Source: an optimization exercise on an open RTL-to-GDS flow (aim: small area, a short achievable clock period and few clock cycles). Production flows keep margins and buffers that such runs may drop. RTL that was checked went through simulation tests only; none was proved equivalent to the original. Power is estimated from default activity; no workload was simulated.

## old
## cab_bridge_top
module cab_bridge_top (
  input  logic        clk,
  input  logic        rst_n,
  input  logic [31:0] maddr,
  input  logic [63:0] mwdata,
  input  logic [1:0]  mwr,
  input  logic [1:0]  mreq,
  output logic [1:0]  mrdy,
  output logic [1:0]  mdn,
  output logic [63:0] mrdata,
  input  logic [1:0]  srdy,
  input  logic [1:0]  sack,
  input  logic [31:0] sackdata,
  output logic [1:0]  sreq,
  output logic [31:0] sreqdata
);
Size in the first run: ~180 flip-flops, about 240 I/O pins, about 8700 um^2 of cells after synthesis.
clock: 7.0 ns
lec_check: 0
cap_margin: 20
core_margin: 2
core_utilization: 65
setup_slack_margin: 3
slew_margin: 20
standard.sh (not shown) runs the stock make flow with config.mk's settings and CLKGATE_MAP_FILE= SYNTH_SCRIPT=/design/flow/synth_recipe.tcl, a recipe that flattens the netlist after the stock synthesis.
==> flow/flow/run.sh <==
#!/bin/bash
# standard layout, with plain buffers on the ports instead of the delay cells
# buffer_ports picks, and a clock tree without dummy loads
set -euo pipefail
bash standard.sh "BUFFER_PORTS_ARGS=-buffer_cell sky130_fd_sc_hd__buf_2" \
  "CTS_ARGS=-sink_clustering_enable -repair_clock_nets -dont_use_dummy_load -sink_clustering_size 30 -buf_list sky130_fd_sc_hd__clkbuf_8 -root_buf sky130_fd_sc_hd__clkbuf_16" \
  finish > standard.log 2>&1
Both conditions hold for old: the flow ran to the end and the final layout passed the timing, DRC and antenna checks.
Testbench counts of old, summed over its fixed seeds: cycles 35,874.
Relative to old, the following input files were edited for new:
--- a/flow/config.mk
+++ b/flow/config.mk
@@ -10,3 +10,3 @@
 export CORE_UTILIZATION = 65
-export SETUP_SLACK_MARGIN = 3
+export SETUP_SLACK_MARGIN = 3.5
 export SLEW_MARGIN = 20
Findings:
new closes out successfully: all stages finished, all timing, DRC and antenna checks passed.
old vs new, cell with the largest stage delay on the worst path: sky130_fd_sc_hd__a221oi_2 vs sky130_fd_sc_hd__a221oi_4
In terms of sum of routed wire length over all layers, new and old differ only marginally.
The power reported for new is greater than that of old by 0.037 mW.
new improves on old in slack of the critical path.

---

Setup of oak:
Another version of the RTL of cab_bridge_top (not shown whole).
For scale: roughly 740 cells after synthesis, ~180 flip-flops, ~240 I/O pins, about 0.0090 mm2 of cells after synthesis.
export LEC_CHECK = 0
export CAP_MARGIN = 20
export CORE_MARGIN = 2
export CORE_UTILIZATION = 65
export SETUP_SLACK_MARGIN = 3
export SLEW_MARGIN = 20
create_clock -name core_clock -period 7.0 [get_ports {clk}]
==> flow/flow/run.sh <==
#!/bin/bash
# standard layout, with plain buffers on the ports instead of the delay cells buffer_ports picks
set -euo pipefail
bash standard.sh "BUFFER_PORTS_ARGS=-buffer_cell sky130_fd_sc_hd__buf_2" finish > standard.log 2>&1
oak ended with every stage complete and zero timing, DRC or antenna violations.
What maple does differently from oak at the input level:
==> flow/flow/run.sh <==
#!/bin/bash
# standard layout, with plain buffers on the ports instead of the delay cells
# buffer_ports picks, and a clock tree without dummy loads
set -euo pipefail
bash standard.sh "BUFFER_PORTS_ARGS=-buffer_cell sky130_fd_sc_hd__buf_2" \
  "CTS_ARGS=-sink_clustering_enable -repair_clock_nets -dont_use_dummy_load -sink_clustering_size 30 -buf_list sky130_fd_sc_hd__clkbuf_8 -root_buf sky130_fd_sc_hd__clkbuf_16" \
  finish > standard.log 2>&1
Results
Result: PASS for each of oak and maple. Side by side, critical path's largest stage delay turned out higher in maple than in oak. Reported for oak and maple, async set or reset register ratio after synthesis turned out identical to the last digit. Post-synthesis to final-layout area growth, oak and maple, lower one = maple. From oak to maple the numbers moved as follows: total power fell by 410 uW, clock period minus worst slack shrank by 17 ps, final standard cell count with taps included and fillers excluded fell by 13, antenna diode count rose 2, flip-flop and latch count now sits at about the same level. maple: power share of the clock group is 8.3 points lower than what oak reported. First-pass GRT wire length for maple is lower than for oak. On share of the final layout cell area in multi-input gates: between oak and maple, it ends up lower for oak. u_bridge.ph[0][0] as the launch point of the critical path was reported by oak, and u_bridge.o_rp[0] by maple.
Function was not checked in any run of this note: the RTL went through the layout flow alone.

---

lane 3:
cab_bridge_top, a different RTL version from the one above (not shown whole).
Size: ~250 flip-flops, about 240 I/O pins, roughly 0.011 sq mm of cells after synthesis.
==> flow/config.mk <==
export PLATFORM = sky130hd
export DESIGN_NAME = cab_bridge_top
export DESIGN_NICKNAME = cab_bridge_top
export VERILOG_FILES = /design/flow/design.v
export SDC_FILE = /design/flow/constraint.sdc
export NUM_CORES = 4
export LEC_CHECK = 0
export CAP_MARGIN = 20
export CORE_MARGIN = 2
export CORE_UTILIZATION = 40
export SETUP_SLACK_MARGIN = 3
export SLEW_MARGIN = 20
==> flow/constraint.sdc <==
create_clock -name core_clock -period 7.0 [get_ports {clk}]
set_input_delay 1.4000 -clock core_clock [delete_from_list [all_inputs] [get_ports {clk}]]
set_output_delay 1.4000 -clock core_clock [all_outputs]
set_load 0.01 [all_outputs]
==> flow/flow/run.sh <==
#!/bin/bash
# standard layout, with plain buffers on the ports instead of the delay cells buffer_ports picks
set -euo pipefail
bash standard.sh "BUFFER_PORTS_ARGS=-buffer_cell sky130_fd_sc_hd__buf_4" finish > standard.log 2>&1
Lane 3 finished end to end and its layout was clean on timing, DRC and antenna.
Testbench counts of lane 3, summed over its fixed seeds: cycles 32,600.
Inputs modified between lane 3 and lane 5:
- a change of SETUP_SLACK_MARGIN from 3 to 4
==> flow/run.sh (new file) <==
#!/bin/bash
# synth_recipe.tcl (not shown) runs the flow's synth.tcl, then flattens the netlist and writes it again
# the make line also repeats each setting of config.mk as NAME=value (left out here)
make -C /OpenROAD-flow-scripts/flow DESIGN_CONFIG=/design/flow/config.mk WORK_HOME=/design/flow/orfs CLKGATE_MAP_FILE= SYNTH_SCRIPT=/design/flow/synth_recipe.tcl finish
removed: flow/flow/run.sh
removed: flow/standard.sh
Number of buffers inserted during clock tree synthesis, lane 5 vs lane 3: down by a few percent. Diff lane 5 and lane 3: clock group share of total power higher in lane 3. Relative to lane 3, lane 5 improves setup slack. Measured against lane 3, the amount of wire on met2 after detailed routing of lane 5 comes out at 1.2 times the reference value. In lane 5 the clock distribution area overhead in the final layout turned out 0.81 points lower than in lane 3. Lane 5 -> lane 3: number of detailed-routing iterations run before antenna repair flat.

---

cab_bridge_top, a different RTL version from the one above (not shown whole).
Size in the first run: about 570 cells after synthesis, ~160 flip-flops, roughly 240 I/O pins, roughly 7500 um2 of cells after synthesis.
==> flow/config.mk <==
export PLATFORM = sky130hd
export DESIGN_NAME = cab_bridge_top
export DESIGN_NICKNAME = cab_bridge_top
export VERILOG_FILES = /design/flow/design.v
export SDC_FILE = /design/flow/constraint.sdc
export NUM_CORES = 4
export LEC_CHECK = 0
export CAP_MARGIN = 20
export CORE_MARGIN = 2
export CORE_UTILIZATION = 80
export SETUP_SLACK_MARGIN = 3.7
export SLEW_MARGIN = 20
==> flow/constraint.sdc <==
create_clock -name core_clock -period 7.0 [get_ports {clk}]
set_input_delay 1.4000 -clock core_clock [delete_from_list [all_inputs] [get_ports {clk}]]
set_output_delay 1.4000 -clock core_clock [all_outputs]
set_load 0.01 [all_outputs]
==> flow/flow/run.sh <==
#!/bin/bash
# standard layout, with plain buffers on the ports instead of the delay cells
# buffer_ports picks, and a clock tree without dummy loads
set -euo pipefail
bash standard.sh "BUFFER_PORTS_ARGS=-buffer_cell sky130_fd_sc_hd__buf_1" \
  "CTS_ARGS=-sink_clustering_enable -repair_clock_nets -dont_use_dummy_load -sink_clustering_size 30 -buf_list sky130_fd_sc_hd__clkbuf_8 -root_buf sky130_fd_sc_hd__clkbuf_16" \
  finish > standard.log 2>&1
Testbench counts at the start, summed over its fixed seeds: cycles 37,465.
Edit:
--- a/flow/config.mk
+++ b/flow/config.mk
@@ -9,4 +9,4 @@
 export CORE_MARGIN = 2
-export CORE_UTILIZATION = 80
-export SETUP_SLACK_MARGIN = 3.7
+export CORE_UTILIZATION = 75
+export SETUP_SLACK_MARGIN = 3.6
 export SLEW_MARGIN = 20
Result: Clock-buffer cell count is unchanged. Sequential share of layout area went up by 0.65 points. Setup slack is worse by 14 ps. Power goes down by about 7%. Cell area came out lower by 1.2%. Combinational power decreases by about 10%. Hold slack loses 42 ps.

---

## alpha
cab_bridge_top with an RTL version that a note above also has.
For scale: about 250 flip-flops.
==> flow/config.mk <==
export PLATFORM = sky130hd
export DESIGN_NAME = cab_bridge_top
export DESIGN_NICKNAME = cab_bridge_top
export VERILOG_FILES = /design/flow/design.v
export SDC_FILE = /design/flow/constraint.sdc
export NUM_CORES = 4
export LEC_CHECK = 0
export CAP_MARGIN = 20
export CORE_MARGIN = 2
export CORE_UTILIZATION = 40
export SETUP_SLACK_MARGIN = 3
export SLEW_MARGIN = 20
==> flow/constraint.sdc <==
create_clock -name core_clock -period 7.0 [get_ports {clk}]
set_input_delay 1.4000 -clock core_clock [delete_from_list [all_inputs] [get_ports {clk}]]
set_output_delay 1.4000 -clock core_clock [all_outputs]
set_load 0.01 [all_outputs]
run.sh (not shown) runs the stock make flow with config.mk's settings and CLKGATE_MAP_FILE= SYNTH_SCRIPT=/design/flow/synth_recipe.tcl, a recipe that flattens the netlist after the stock synthesis.
Stock flow here: none of the scripts above is used.
alpha completed every stage of the flow, and the final layout passed the timing, DRC and antenna checks.
Testbench counts of alpha, summed over its fixed seeds: cycles 32,600.
Input-level comparison between beta and alpha:
Settings: SETUP_SLACK_MARGIN removed (was 3).
Notes after the runs:
- Relative area of clock buffers and inverters in the final design, beta and alpha: higher on beta
- The cell count along the critical path of beta is lower than that of alpha.
- When beta is measured against alpha, its switching share of power turns out 1.0 points lower.
- When beta is measured against alpha, its global-route wire length before repair turns out 1500 um lower.
- In the metrics for beta and alpha, the one carrying the lower number of nets in the layout is beta.
Setup changes, beta to gamma
Settings: SETUP_SLACK_MARGIN now 3, previously not set.
==> flow/flow/run.sh (new file) <==
#!/bin/bash
# standard layout, with plain buffers on the ports instead of the delay cells buffer_ports picks
set -euo pipefail
bash standard.sh "BUFFER_PORTS_ARGS=-buffer_cell sky130_fd_sc_hd__buf_2" finish > standard.log 2>&1
==> flow/standard.sh (new file) <==
#!/bin/bash
# synth_recipe.tcl (not shown) runs the flow's synth.tcl, then flattens the netlist and writes it again
# the make line also repeats each setting of config.mk as NAME=value (left out here)
make -C /OpenROAD-flow-scripts/flow DESIGN_CONFIG=/design/flow/config.mk WORK_HOME=/design/flow/orfs CLKGATE_MAP_FILE= SYNTH_SCRIPT=/design/flow/synth_recipe.tcl "${@:-finish}"
removed: flow/run.sh
Findings:
[compare] base=beta new=gamma: signed area change from the synthesized netlist to the final layout moved down; HPWL reported at the end of detailed placement dropped about 5%; area of all placed cells without fillers saw a decrease; ratio of final minimum period to clock period dropped 12 points.
Number of vias in the routed layout: gamma vs beta up 22
No stage failed in gamma, and the final checks on the layout all came back clean.

---

Another version of the RTL of cab_bridge_top (not shown whole).
For scale: roughly 610 cells after synthesis, about 170 flip-flops, about 240 I/O pins, roughly 7800 um^2 of cells after synthesis.
==> flow/config.mk <==
export PLATFORM = sky130hd
export DESIGN_NAME = cab_bridge_top
export DESIGN_NICKNAME = cab_bridge_top
export VERILOG_FILES = /design/flow/design.v
export SDC_FILE = /design/flow/constraint.sdc
export NUM_CORES = 4
export LEC_CHECK = 0
export CAP_MARGIN = 20
export CORE_MARGIN = 2
export CORE_UTILIZATION = 75
export SETUP_SLACK_MARGIN = 3.7
export SLEW_MARGIN = 20
==> flow/constraint.sdc <==
create_clock -name core_clock -period 7.0 [get_ports {clk}]
set_input_delay 1.4000 -clock core_clock [delete_from_list [all_inputs] [get_ports {clk}]]
set_output_delay 1.4000 -clock core_clock [all_outputs]
set_load 0.01 [all_outputs]
standard.sh (not shown) runs the stock make flow with config.mk's settings and CLKGATE_MAP_FILE= SYNTH_SCRIPT=/design/flow/synth_recipe.tcl, a recipe that flattens the netlist after the stock synthesis.
==> flow/flow/run.sh <==
#!/bin/bash
# standard layout, with plain buffers on the ports instead of the delay cells
# buffer_ports picks, and a clock tree without dummy loads
set -euo pipefail
bash standard.sh "BUFFER_PORTS_ARGS=-buffer_cell sky130_fd_sc_hd__buf_1" \
  "CTS_ARGS=-sink_clustering_enable -repair_clock_nets -dont_use_dummy_load -sink_clustering_size 30 -buf_list sky130_fd_sc_hd__clkbuf_8 -root_buf sky130_fd_sc_hd__clkbuf_16" \
  finish > standard.log 2>&1
Testbench counts at the start, summed over its fixed seeds: cycles 37,465.
Edit:
SETUP_SLACK_MARGIN = 4   (was 3.7)
What happened:
- The new run completed without violations
- final cell count rose by a few percent
- design area rose by a few percent
- setup slack loses 0.045 ns
- sequential share of layout area fell by 1.9 points
- clock power rose slightly
- count of clock-buffer cells in the layout stays the same
- sequential power is about the same
Edit:
ABC_AREA = 1   (was unset)
SETUP_SLACK_MARGIN = 3.7   (was 4)
The changed run completed without violations.
Area after synthesis went up by 0.52%.
Fmax goes up by 1.7%.
Worst hold slack degrades by 0.0039 ns.
Register-to-register slack gains 0.67 ns.
Clock-buffer cell count does not change.
Routed wire length decreases by 7.3%.

---

cab_bridge_top, a different RTL version from the one above (not shown whole).
Size: about 870 cells after synthesis, roughly 260 flip-flops, roughly 240 I/O pins, roughly 0.012 sq mm of cells after synthesis.
clock: 7.0 ns
lec_check: 0
cap_margin: 20
core_margin: 2
core_utilization: 40
setup_slack_margin: 4
slew_margin: 20
==> flow/flow/run.sh <==
#!/bin/bash
# standard layout, with plain buffers on the ports instead of the delay cells buffer_ports picks
set -euo pipefail
bash standard.sh "BUFFER_PORTS_ARGS=-buffer_cell sky130_fd_sc_hd__buf_2" finish > standard.log 2>&1
The starting point passed the timing, DRC and antenna checks.
Change:
==> flow/flow/run.sh (replaced) <==
#!/bin/bash
# standard layout, with plain buffers on the ports instead of the delay cells buffer_ports picks
set -euo pipefail
bash standard.sh "BUFFER_PORTS_ARGS=-buffer_cell sky130_fd_sc_hd__buf_1" finish > standard.log 2>&1
Settings changed: SETUP_SLACK_MARGIN 4 to 3.
Result: The changed run ran to the end with no violations. Clock skew drops by 0.0036 ns. Register-to-register slack gets worse by 0.23 ns. Routed wire length decreases by 14%. Count of clock-buffer cells in the layout increases by 6.
Function was not checked in any run of this note: the RTL went through the layout flow alone.

---

Setup of run 1:
RTL: one of the versions met above, not the one the previous note started from.
For scale: about 570 cells after synthesis, ~240 I/O pins, ~7500 µm² of cells after synthesis.
==> flow/config.mk <==
export PLATFORM = sky130hd
export DESIGN_NAME = cab_bridge_top
export DESIGN_NICKNAME = cab_bridge_top
export VERILOG_FILES = /design/flow/design.v
export SDC_FILE = /design/flow/constraint.sdc
export NUM_CORES = 4
export LEC_CHECK = 0
export CAP_MARGIN = 20
export CORE_MARGIN = 2
export CORE_UTILIZATION = 75
export SETUP_SLACK_MARGIN = 3.7
export SLEW_MARGIN = 20
==> flow/constraint.sdc <==
create_clock -name core_clock -period 7.0 [get_ports {clk}]
set_input_delay 1.4000 -clock core_clock [delete_from_list [all_inputs] [get_ports {clk}]]
set_output_delay 1.4000 -clock core_clock [all_outputs]
set_load 0.01 [all_outputs]
==> flow/flow/run.sh <==
#!/bin/bash
# standard layout, with plain buffers on the ports instead of the delay cells
# buffer_ports picks, and a clock tree without dummy loads
set -euo pipefail
bash standard.sh "BUFFER_PORTS_ARGS=-buffer_cell sky130_fd_sc_hd__buf_1" \
  "CTS_ARGS=-sink_clustering_enable -repair_clock_nets -dont_use_dummy_load -sink_clustering_size 30 -buf_list {sky130_fd_sc_hd__clkbuf_4 sky130_fd_sc_hd__clkbuf_8} -root_buf sky130_fd_sc_hd__clkbuf_16" \
  finish > standard.log 2>&1
Run 1 closes out successfully: all stages finished, all timing, DRC and antenna checks passed.
Testbench counts of run 1, summed over its fixed seeds: cycles 37,465.
The inputs of run 2 differ from those of run 1 as listed below.
- a change of CORE_UTILIZATION from 75 to 70
==> flow/flow/run.sh <==
#!/bin/bash
# standard layout, with plain buffers on the ports instead of the delay cells
# buffer_ports picks, and a clock tree without dummy loads
set -euo pipefail
bash standard.sh "BUFFER_PORTS_ARGS=-buffer_cell sky130_fd_sc_hd__buf_1" \
  "CTS_ARGS=-sink_clustering_enable -repair_clock_nets -dont_use_dummy_load -sink_clustering_size 30 -buf_list sky130_fd_sc_hd__clkbuf_8 -root_buf sky130_fd_sc_hd__clkbuf_16" \
  finish > standard.log 2>&1
==> comparison <==
On share of flip-flops with an asynchronous set or reset after synthesis, run 2 tracks run 1 almost exactly. Run 2 completed; timing, DRC and antenna clean. Run 1 → run 2: instance count after placement with tap cells included shows an increase of 3; via count of the first global-routing pass shows a reduction of 372; setup slack after layout shows an increase of 0.014 ns. The capture point of the worst path comes out mrdy[1] in one run and mrdy[0] in the other, namely in run 1 and run 2 respectively. [compare] base=run 1 new=run 2: number of diodes level; flip-flop and latch power level; part of the cycle the worst path needs moved down.
Modified inputs, run 3 compared to run 2
- CORE_UTILIZATION: 70 -> 75
- CAP_MARGIN: 20 -> 5
- SLEW_MARGIN: 20 -> 5
From run 3 to run 2, sequential cell count did not move at all.
Comparing met1 capacity usage during global routing for run 3 and run 2, the bigger number came from run 3.
Run 3: instance count after placement with tap cells included 0.34% below run 2
Diff run 3 and run 2: area growth from synthesis to layout lower in run 3
Run 2 vs run 3, first element of the critical path: maddr[12] vs maddr[28]
> inputs changed (run 3 -> run 4)
- SLEW_MARGIN changed from 5 to 20
- CAP_MARGIN changed from 5 to 20
==> comparison <==
Re number of DRC violations after detailed routing: no difference whatsoever between run 3 and run 4. On core utilization, run 3 and run 4 are neck and neck. Share of total power consumed by net switching: run 3 vs run 4, no meaningful difference.

[afterwards: timing with drivers on the ports]
No port has a modelled driver above. Below, the same layouts with a new extraction and two added sets of constraints. Step 1, drivers: a clkbuf_16 drives clk and a buf_2 each remaining input, both assumed. Step 2 times the ports against the registers' clock, not the clock port: input delays grow and output delays shrink by t, the midpoint of the rising clock arrivals with the driver on. Three values: ideal, step 1, step 2; two values: the first two.
| run | t (ns) | setup WS [ns] | latest minus earliest clock arrival (ns) |
|---|---|---|---|
| old | 0.409 | 3.059 / 3.031 / 2.911 | 0.021 / 0.021 |
| new | 0.412 | 3.235 / 3.186 / 3.059 | 0.021 / 0.021 |
| oak | 0.474 | 3.242 / 3.200 / 2.962 | 0.009 / 0.009 |
| maple | 0.412 | 3.259 / 3.259 / 2.974 | 0.030 / 0.030 |
| lane 3 | 0.571 | 3.108 / 2.940 / 2.512 | 0.011 / 0.011 |
| lane 5 | 0.593 | 3.135 / 3.070 / 2.860 | 0.013 / 0.013 |
| the first run of note 4 | 0.404 | 3.628 / 3.583 / 3.270 | 0.031 / 0.032 |
| the second run of note 4 | 0.396 | 3.614 / 3.583 / 3.284 | 0.027 / 0.027 |
| alpha | 0.589 | 3.068 / 3.035 / 2.623 | 0.010 / 0.010 |
| beta | 0.577 | 2.277 / 2.225 / 1.951 | 0.021 / 0.021 |
| gamma | 0.573 | 3.140 / 3.102 / 2.671 | 0.017 / 0.017 |
| the first run of note 6 | 0.393 | 3.632 / 3.594 / 3.302 | 0.033 / 0.032 |
| the second run of note 6 | 0.400 | 3.587 / 3.543 / 3.410 | 0.039 / 0.039 |
| the third run of note 6 | 0.413 | 3.643 / 3.624 / 3.419 | 0.028 / 0.029 |
| the first run of note 7 | 0.584 | 3.453 / 3.451 / 2.884 | 0.019 / 0.020 |
| the second run of note 7 | 0.575 | 3.176 / 3.149 / 2.628 | 0.018 / 0.018 |
| run 1 | 0.401 | 3.650 / 3.608 / 3.318 | 0.032 / 0.032 |
| run 2 | 0.394 | 3.664 / 3.623 / 3.423 | 0.027 / 0.027 |
| run 3 | 0.398 | 3.649 / 3.606 / 3.333 | 0.029 / 0.030 |
| run 4 | 0.401 | 3.650 / 3.608 / 3.318 | 0.032 / 0.032 |
After both steps setup and hold are still met in every run listed. For lane 3, which loses most, drivers alone change the setup slack by -0.168 ns; drivers and shift together by -0.596 ns.
